From an optimization exercise on the open Yosys and OpenROAD flow, aimed at small area; shortcuts taken in it are not production practice. In this exercise RTL edits were held to simulation tests only and were not proved equivalent to the original. The clock port is modelled as an ideal driver; clocking choices that lean on that would not hold on a real chip. Power is estimated from default activity; no workload was simulated.

==> module tft_fetch, before the edit <==
module tft_fetch (
	input  logic                clk,
	input  logic                n_reset,
	input  tft_pkg::tft_sync_t  sync,
	input  logic                flush,
	input  logic                first,
	input  logic                near_stb,
	output tft_pkg::mem_req_t   mem,
	input  logic                rdy,
	input  logic                ifrdy,
	input  tft_pkg::rgb565_t    data,
	output tft_pkg::tft_pixel_t pixel,
	output logic                underrun
);
logic        req;
logic        accept;
logic        keep;
logic        pop;
logic        avail;
logic        shift;
logic        pending;  
logic [2:0]  beat;     
logic [6:0]  kept;     
logic [2:0]  rp;       
logic [2:0]  rp_inc;
logic [6:0]  kept_inc;
logic [7:0]  kc;
logic        show;     
logic        de;
logic [15:0] store [4];
logic [15:0] shown;
function automatic logic [2:0] step3(input logic [2:0] v, input logic en);
	step3 = {v[2] ^ (v[1] & v[0] & en), v[1] ^ (v[0] & en), v[0] ^ en};
endfunction
always_comb begin
	kc[0] = keep;
	for (int i = 0; i < 7; i++) begin
		kept_inc[i] = kept[i] ^ kc[i];
		kc[i + 1]   = kept[i] & kc[i];
	end
end
assign rp_inc = rp + 1'b1;
assign accept = req & rdy;
assign keep   = ifrdy & ~beat[2] & ~(beat[1] & beat[0]) & ~flush;
assign pop    = sync.pixel_stb & ~sync.hblank & ~sync.vblank;
assign avail  = (kept[2:0] != rp) | keep;
assign shift  = pop & avail;
assign req = ~flush & ~pending &
	(kept[2:0] == rp | kept[2:0] == rp_inc & (~show | near_stb));
always_ff @(posedge clk, negedge n_reset) begin
	if (!n_reset)
		beat <= '0;
	else
		beat <= step3(beat, ifrdy);
end
always_ff @(posedge clk, negedge n_reset) begin
	if (!n_reset) begin
		de   <= 1'b0;
		show <= 1'b0;
	end else begin
		de <= ~sync.hblank & ~sync.vblank;
		if (sync.pixel_stb)
			show <= shift;
	end
end
always_ff @(posedge clk) begin
	if (flush) begin
		pending <= 1'b0;
		kept    <= '0;
		rp      <= '0;
	end else begin
		if (accept)
			pending <= 1'b1;
		else if (keep & beat[1])
			pending <= 1'b0;
		kept <= kept_inc;
		rp   <= step3(rp, shift);
	end
end
always_ff @(posedge clk) begin
	if (keep)
		store[kept[1:0]] <= data;
end
always_comb begin
	shown = '0;
	for (int i = 0; i < 4; i++)
		if (show && rp[1:0] == 2'(i + 1))
			shown = shown | store[i];
end
assign mem      = {req, 4'hf, 13'd0, kept};
assign pixel    = {shown[15:11], 3'b000, shown[10:5], 2'b00, shown[4:0], 3'b000, de};
assign underrun = de & ~show & first;
endmodule
clock: 10.0 ns
lec_check: 0
cap_margin: 20
core_margin: 2
core_utilization: 40
slew_margin: 20
standard.sh (not shown) runs the stock make flow with config.mk's settings and CLKGATE_MAP_FILE= SYNTH_SCRIPT=/design/flow/synth_recipe.tcl, a recipe that flattens the netlist after the stock synthesis.
==> flow/flow/run.sh <==
#!/bin/bash
# Standard ORFS layout with these changes: ports are buffered with buf_1,
# constants come from one tie cell per value, CTS adds no dummy loads and a
# post-CTS step (post_cts.tcl) downsizes clock buffers while the flip-flop
# clock slew stays low, and power recovery downsizes non-critical gates.
set -euo pipefail
export BUFFER_PORTS_ARGS="-buffer_cell sky130_fd_sc_hd__buf_1"
export SKIP_REPAIR_TIE_FANOUT=1
export CTS_ARGS="-sink_clustering_enable -repair_clock_nets -dont_use_dummy_load"
export POST_CTS_TCL="$PWD/flow/post_cts.tcl"
bash standard.sh synth > synth.log 2>&1
bash standard.sh "BUFFER_PORTS_ARGS=$BUFFER_PORTS_ARGS" \
	"SKIP_REPAIR_TIE_FANOUT=$SKIP_REPAIR_TIE_FANOUT" \
	"CTS_ARGS=$CTS_ARGS" \
	"POST_CTS_TCL=$POST_CTS_TCL" \
	RECOVER_POWER=100 \
	finish > layout.log 2>&1
==> flow/flow/post_cts.tcl <==
# Downsize clock buffers where the flip-flop clock pins keep a slew below
# slew_limit (in the library's time unit, ns) by the placement estimate.
set slew_limit 0.120
set sizes {sky130_fd_sc_hd__clkbuf_2 sky130_fd_sc_hd__clkbuf_4}
set block [ord::get_db_block]

proc clock_sink_slew {} {
  set worst 0.0
  foreach pin [get_pins -hierarchical */CLK] {
    set s [get_property $pin slew_max]
    if {$s > $worst} { set worst $s }
  }
  return $worst
}

estimate_parasitics -placement
set bufs {}
foreach inst [$block getInsts] {
  if {[[$inst getMaster] getName] eq "sky130_fd_sc_hd__clkbuf_8"} {
    set net [[$inst findITerm X] getNet]
    if {$net ne "NULL" && [$net getSigType] eq "CLOCK"} { lappend bufs [$inst getName] }
  }
}
puts "post_cts: clock buffers $bufs, worst sink slew [clock_sink_slew]"
foreach name $bufs {
  set kept sky130_fd_sc_hd__clkbuf_8
  foreach size $sizes {
    replace_cell $name $size
    estimate_parasitics -placement
    set w [clock_sink_slew]
    if {$w <= $slew_limit} {
      set kept $size
      break
    }
  }
  if {$kept eq "sky130_fd_sc_hd__clkbuf_8"} { replace_cell $name $kept; estimate_parasitics -placement }
  puts "post_cts: $name -> $kept (worst sink slew [clock_sink_slew])"
}
Change:
--- a/flow/design.v
+++ b/flow/design.v
@@ -102,5 +102,5 @@
 assign rp_inc = rp + 1'b1;
 assign accept = req & rdy;
-assign keep   = ifrdy & ~beat[2] & ~(beat[1] & beat[0]) & ~flush;
+assign keep   = ifrdy & ~beat[2] & ~(beat[1] & beat[0]);
 assign pop    = sync.pixel_stb & ~sync.hblank & ~sync.vblank;
 assign avail  = (kept[2:0] != rp) | keep;
The changed run finished with timing, DRC and antenna clean.
Cell area stays flat.
Via count rose by 0.45%.
Clock-buffer cell count does not change.
Worst setup slack degrades by 0.16 ns.
Core utilization hardly moves.
Non-clock buffer count rose by 1.
Synthesized area hardly moves.
Die area hardly moves.
Clock skew fell by 0.0091 ns.
Routed wire length fell by 0.54%.
Hold slack stays flat.
Sequential power rose by 5.3%.
Final cell count does not change.

---

The RTL this note starts from:
==> flow/design.v <==
package tft_pkg;
	typedef struct packed {
		logic [4:0] red;
		logic [5:0] green;
		logic [4:0] blue;
	} rgb565_t;
	typedef struct packed {
		logic [7:0] red;
		logic [7:0] green;
		logic [7:0] blue;
	} rgb888_t;
	typedef struct packed {
		logic pixel_stb;
		logic hblank;
		logic vblank;
	} tft_sync_t;
	typedef struct packed {
		rgb888_t rgb;
		logic    de;
	} tft_pixel_t;
	typedef struct packed {
		logic        req;
		logic [23:0] addr;
	} mem_req_t;
endpackage
`timescale 1ns/1ps
module tft_timing (
	input  logic               clk,
	input  logic               n_reset,
	output tft_pkg::tft_sync_t sync,
	output logic               flush,
	output logic               first,
	output logic               near_stb
);
logic [10:0] cnt;
logic [10:0] nxt;
logic [11:0] cy;      
logic [2:0]  div;
logic [2:0]  line;
assign div  = cnt[2:0];
assign line = cnt[10:8];
always_comb begin
	cy[0] = 1'b1;
	for (int i = 0; i < 11; i++) begin
		nxt[i]    = cnt[i] ^ cy[i];
		cy[i + 1] = cnt[i] & cy[i];
	end
end
always_ff @(posedge clk, negedge n_reset) begin
	if (!n_reset)
		cnt <= '0;
	else
		cnt <= {nxt[10:7], nxt[6:5] | {2{~nxt[7]}}, nxt[4:0]};
end
assign sync     = {div == 3'd0 & (cnt[7] | cnt[6]), ~cnt[7], ~line[2] & ~line[1]};
assign flush    = line == 3'd0;
assign first    = div == 3'd1;
assign near_stb = div == 3'd0 | div[2] & (div[1] | div[0]);
endmodule
`timescale 1ns/1ps
module tft_fetch (
	input  logic                clk,
	input  logic                n_reset,
	input  tft_pkg::tft_sync_t  sync,
	input  logic                flush,
	input  logic                first,
	input  logic                near_stb,
	output tft_pkg::mem_req_t   mem,
	input  logic                rdy,
	input  logic                ifrdy,
	input  tft_pkg::rgb565_t    data,
	output tft_pkg::tft_pixel_t pixel,
	output logic                underrun
);
logic        req;
logic        accept;
logic        keep;
logic        pop;
logic        avail;
logic        shift;
logic [2:0]  beat;    
logic [2:0]  level;   
logic [2:0]  wp;      
logic [2:0]  rp;      
logic        show;    
logic        de;
logic [6:0]  ofs;     
logic [15:0] store [4];
logic [15:0] shown;
assign accept = req & rdy;
assign keep   = ifrdy & ~beat[2] & ~(beat[1] & beat[0]) & ~flush;
assign pop    = sync.pixel_stb & ~sync.hblank & ~sync.vblank;
assign avail  = (wp != rp) | keep;
assign shift  = pop & avail;
logic [2:0] rp_inc;
logic [6:0] ofs_nxt;
logic [7:0] oc;
assign rp_inc = rp + 1'b1;
function automatic logic [2:0] step3(input logic [2:0] v, input logic en);
	step3 = {v[2] ^ (v[1] & v[0] & en), v[1] ^ (v[0] & en), v[0] ^ en};
endfunction
always_comb begin
	ofs_nxt[0] = ofs[0] ^ accept;
	oc[1]      = ofs[0] & accept;
	ofs_nxt[1] = ofs[1] ^ accept ^ oc[1];
	oc[2]      = accept & (ofs[1] | ofs[0]);
	for (int i = 2; i < 7; i++) begin
		ofs_nxt[i] = ofs[i] ^ oc[i];
		oc[i + 1]  = ofs[i] & oc[i];
	end
end
assign req   = ~flush & (ofs[2:0] == rp | ofs[2:0] == rp_inc & (~show | near_stb));
always_ff @(posedge clk, negedge n_reset) begin
	if (!n_reset)
		beat <= '0;
	else
		beat <= step3(beat, ifrdy);
end
always_ff @(posedge clk, negedge n_reset) begin
	if (!n_reset) begin
		de   <= 1'b0;
		show <= 1'b0;
	end else begin
		de <= ~sync.hblank & ~sync.vblank;
		if (sync.pixel_stb)
			show <= shift;
	end
end
always_ff @(posedge clk) begin
	if (flush) begin
		wp  <= '0;
		rp  <= '0;
		ofs <= '0;
	end else begin
		wp <= step3(wp, keep);
		rp <= step3(rp, shift);
		ofs <= ofs_nxt;
	end
end
always_ff @(posedge clk) begin
	if (keep)
		store[wp[1:0]] <= data;
end
always_comb begin
	shown = '0;
	for (int i = 0; i < 4; i++)
		if (show && rp[1:0] == 2'(i + 1))
			shown = shown | store[i];
end
assign mem      = {req, 4'hf, 13'd0, ofs};
assign pixel    = {shown[15:11], 3'b000, shown[10:5], 2'b00, shown[4:0], 3'b000, de};
assign underrun = de & ~show & first;
endmodule
`timescale 1ns/1ps
module tft_top (
	input  logic                clk,
	input  logic                n_reset,
	output tft_pkg::mem_req_t   mem,
	input  logic                rdy,
	input  logic                ifrdy,
	input  tft_pkg::rgb565_t    data,
	output tft_pkg::tft_pixel_t pixel,
	output tft_pkg::tft_sync_t  sync,
	output logic                underrun
);
logic flush;
logic first;
logic near_stb;
tft_timing timing_i (
	.clk      (clk),
	.n_reset  (n_reset),
	.sync     (sync),
	.flush    (flush),
	.first    (first),
	.near_stb (near_stb)
);
tft_fetch fetch_i (
	.clk      (clk),
	.n_reset  (n_reset),
	.sync     (sync),
	.flush    (flush),
	.first    (first),
	.near_stb (near_stb),
	.mem      (mem),
	.rdy      (rdy),
	.ifrdy    (ifrdy),
	.data     (data),
	.pixel    (pixel),
	.underrun (underrun)
);
endmodule
Settings: LEC_CHECK=0, CAP_MARGIN=20, CORE_MARGIN=2, CORE_UTILIZATION=40, SLEW_MARGIN=20; clock period 10.0 ns.
==> flow/flow/run.sh <==
#!/bin/bash
# Standard ORFS layout with three changes: ports are buffered with buf_1,
# constants come from one tie cell per value, and CTS adds no dummy loads.
set -euo pipefail
export BUFFER_PORTS_ARGS="-buffer_cell sky130_fd_sc_hd__buf_1"
export SKIP_REPAIR_TIE_FANOUT=1
export CTS_ARGS="-sink_clustering_enable -repair_clock_nets -dont_use_dummy_load"
bash standard.sh synth > synth.log 2>&1
bash standard.sh "BUFFER_PORTS_ARGS=$BUFFER_PORTS_ARGS" "SKIP_REPAIR_TIE_FANOUT=$SKIP_REPAIR_TIE_FANOUT" "CTS_ARGS=$CTS_ARGS" finish > layout.log 2>&1
The first run completed with no timing, DRC or antenna violations.
Next try:
--- a/flow/design.v
+++ b/flow/design.v
@@ -33,24 +33,17 @@
 	output logic               near_stb
 );
 logic [10:0] cnt;
-logic [10:0] nxt;
-logic [11:0] cy;      
+logic [10:0] cnt_inc;
 logic [2:0]  div;
 logic [2:0]  line;
-assign div  = cnt[2:0];
-assign line = cnt[10:8];
-always_comb begin
-	cy[0] = 1'b1;
-	for (int i = 0; i < 11; i++) begin
-		nxt[i]    = cnt[i] ^ cy[i];
-		cy[i + 1] = cnt[i] & cy[i];
-	end
-end
+assign cnt_inc = cnt + 1'b1;
+assign div     = cnt[2:0];
+assign line    = cnt[10:8];
 always_ff @(posedge clk, negedge n_reset) begin
 	if (!n_reset)
 		cnt <= '0;
 	else
-		cnt <= {nxt[10:7], nxt[6:5] | {2{~nxt[7]}}, nxt[4:0]};
+		cnt <= {cnt_inc[10:7], cnt_inc[6:5] | {2{~cnt_inc[7]}}, cnt_inc[4:0]};
 end
 assign sync     = {div == 3'd0 & (cnt[7] | cnt[6]), ~cnt[7], ~line[2] & ~line[1]};
 assign flush    = line == 3'd0;
@@ -92,29 +85,13 @@
 assign pop    = sync.pixel_stb & ~sync.hblank & ~sync.vblank;
 assign avail  = (wp != rp) | keep;
 assign shift  = pop & avail;
-logic [2:0] rp_inc;
-logic [6:0] ofs_nxt;
-logic [7:0] oc;
-assign rp_inc = rp + 1'b1;
-function automatic logic [2:0] step3(input logic [2:0] v, input logic en);
-	step3 = {v[2] ^ (v[1] & v[0] & en), v[1] ^ (v[0] & en), v[0] ^ en};
-endfunction
-always_comb begin
-	ofs_nxt[0] = ofs[0] ^ accept;
-	oc[1]      = ofs[0] & accept;
-	ofs_nxt[1] = ofs[1] ^ accept ^ oc[1];
-	oc[2]      = accept & (ofs[1] | ofs[0]);
-	for (int i = 2; i < 7; i++) begin
-		ofs_nxt[i] = ofs[i] ^ oc[i];
-		oc[i + 1]  = ofs[i] & oc[i];
-	end
-end
-assign req   = ~flush & (ofs[2:0] == rp | ofs[2:0] == rp_inc & (~show | near_stb));
+assign level = ofs[2:0] - rp + {2'b00, show};
+assign req   = ~flush & (~level[2] & ~level[1] | level == 3'd2 & show & near_stb);
 always_ff @(posedge clk, negedge n_reset) begin
 	if (!n_reset)
 		beat <= '0;
-	else
-		beat <= step3(beat, ifrdy);
+	else if (ifrdy)
+		beat <= beat + 1'b1;
 end
 always_ff @(posedge clk, negedge n_reset) begin
 	if (!n_reset) begin
@@ -132,9 +109,12 @@
 		rp  <= '0;
 		ofs <= '0;
 	end else begin
-		wp <= step3(wp, keep);
-		rp <= step3(rp, shift);
-		ofs <= ofs_nxt;
+		if (keep)
+			wp <= wp + 1'b1;
+		if (shift)
+			rp <= rp + 1'b1;
+		if (accept)
+			ofs <= ofs + 7'd3;
 	end
 end
 always_ff @(posedge clk) begin
Fmax came out lower by a few percent. Via count came out higher by a little under a tenth. Register-to-register slack gains 0.53 ns. Design area came out higher by a few percent. Worst setup slack loses 0.27 ns. Sequential power is about the same. Routed wire length came out higher by a few percent. Synthesized area came out higher by a few percent. Final cell count came out higher by a few percent. Die area came out higher by a few percent. Count of clock-buffer cells in the layout stays the same. Clock power came out higher by a few percent. Total power came out higher slightly.

[what the ideal ports hide]
Ports are ideal in the flow. The routed layouts listed here were re-timed in OpenROAD.
Step 1 (the two cells are an assumption about what drives the block):
set clk [get_ports {clk}]
set_driving_cell -lib_cell sky130_fd_sc_hd__clkbuf_16 $clk
set_driving_cell -lib_cell sky130_fd_sc_hd__buf_2 [delete_from_list [all_inputs] $clk]
Step 2 moves the port delays by t, midway between the first and last clock arrival at a register: inputs arrive t later, outputs are due t later. That takes back most of the time a late clock gives input paths.
Three values: ideal ports, drivers, drivers and shift; two values: the first two.
| run | t (ns) | slack for setup (ns) | latest minus earliest clock arrival (ns) |
|---|---|---|---|
| the first run of note 1 | 0.505 | 5.661 / 5.632 / 6.130 | 0.043 / 0.044 |
| the second run of note 1 | 0.504 | 5.502 / 5.474 / 5.978 | 0.035 / 0.035 |
| the first run of note 2 | 0.361 | 5.510 / 5.479 / 5.841 | 0.035 / 0.035 |
| the second run of note 2 | 0.372 | 5.243 / 5.210 / 5.583 | 0.026 / 0.027 |
After both steps setup and hold are still met in every run listed.
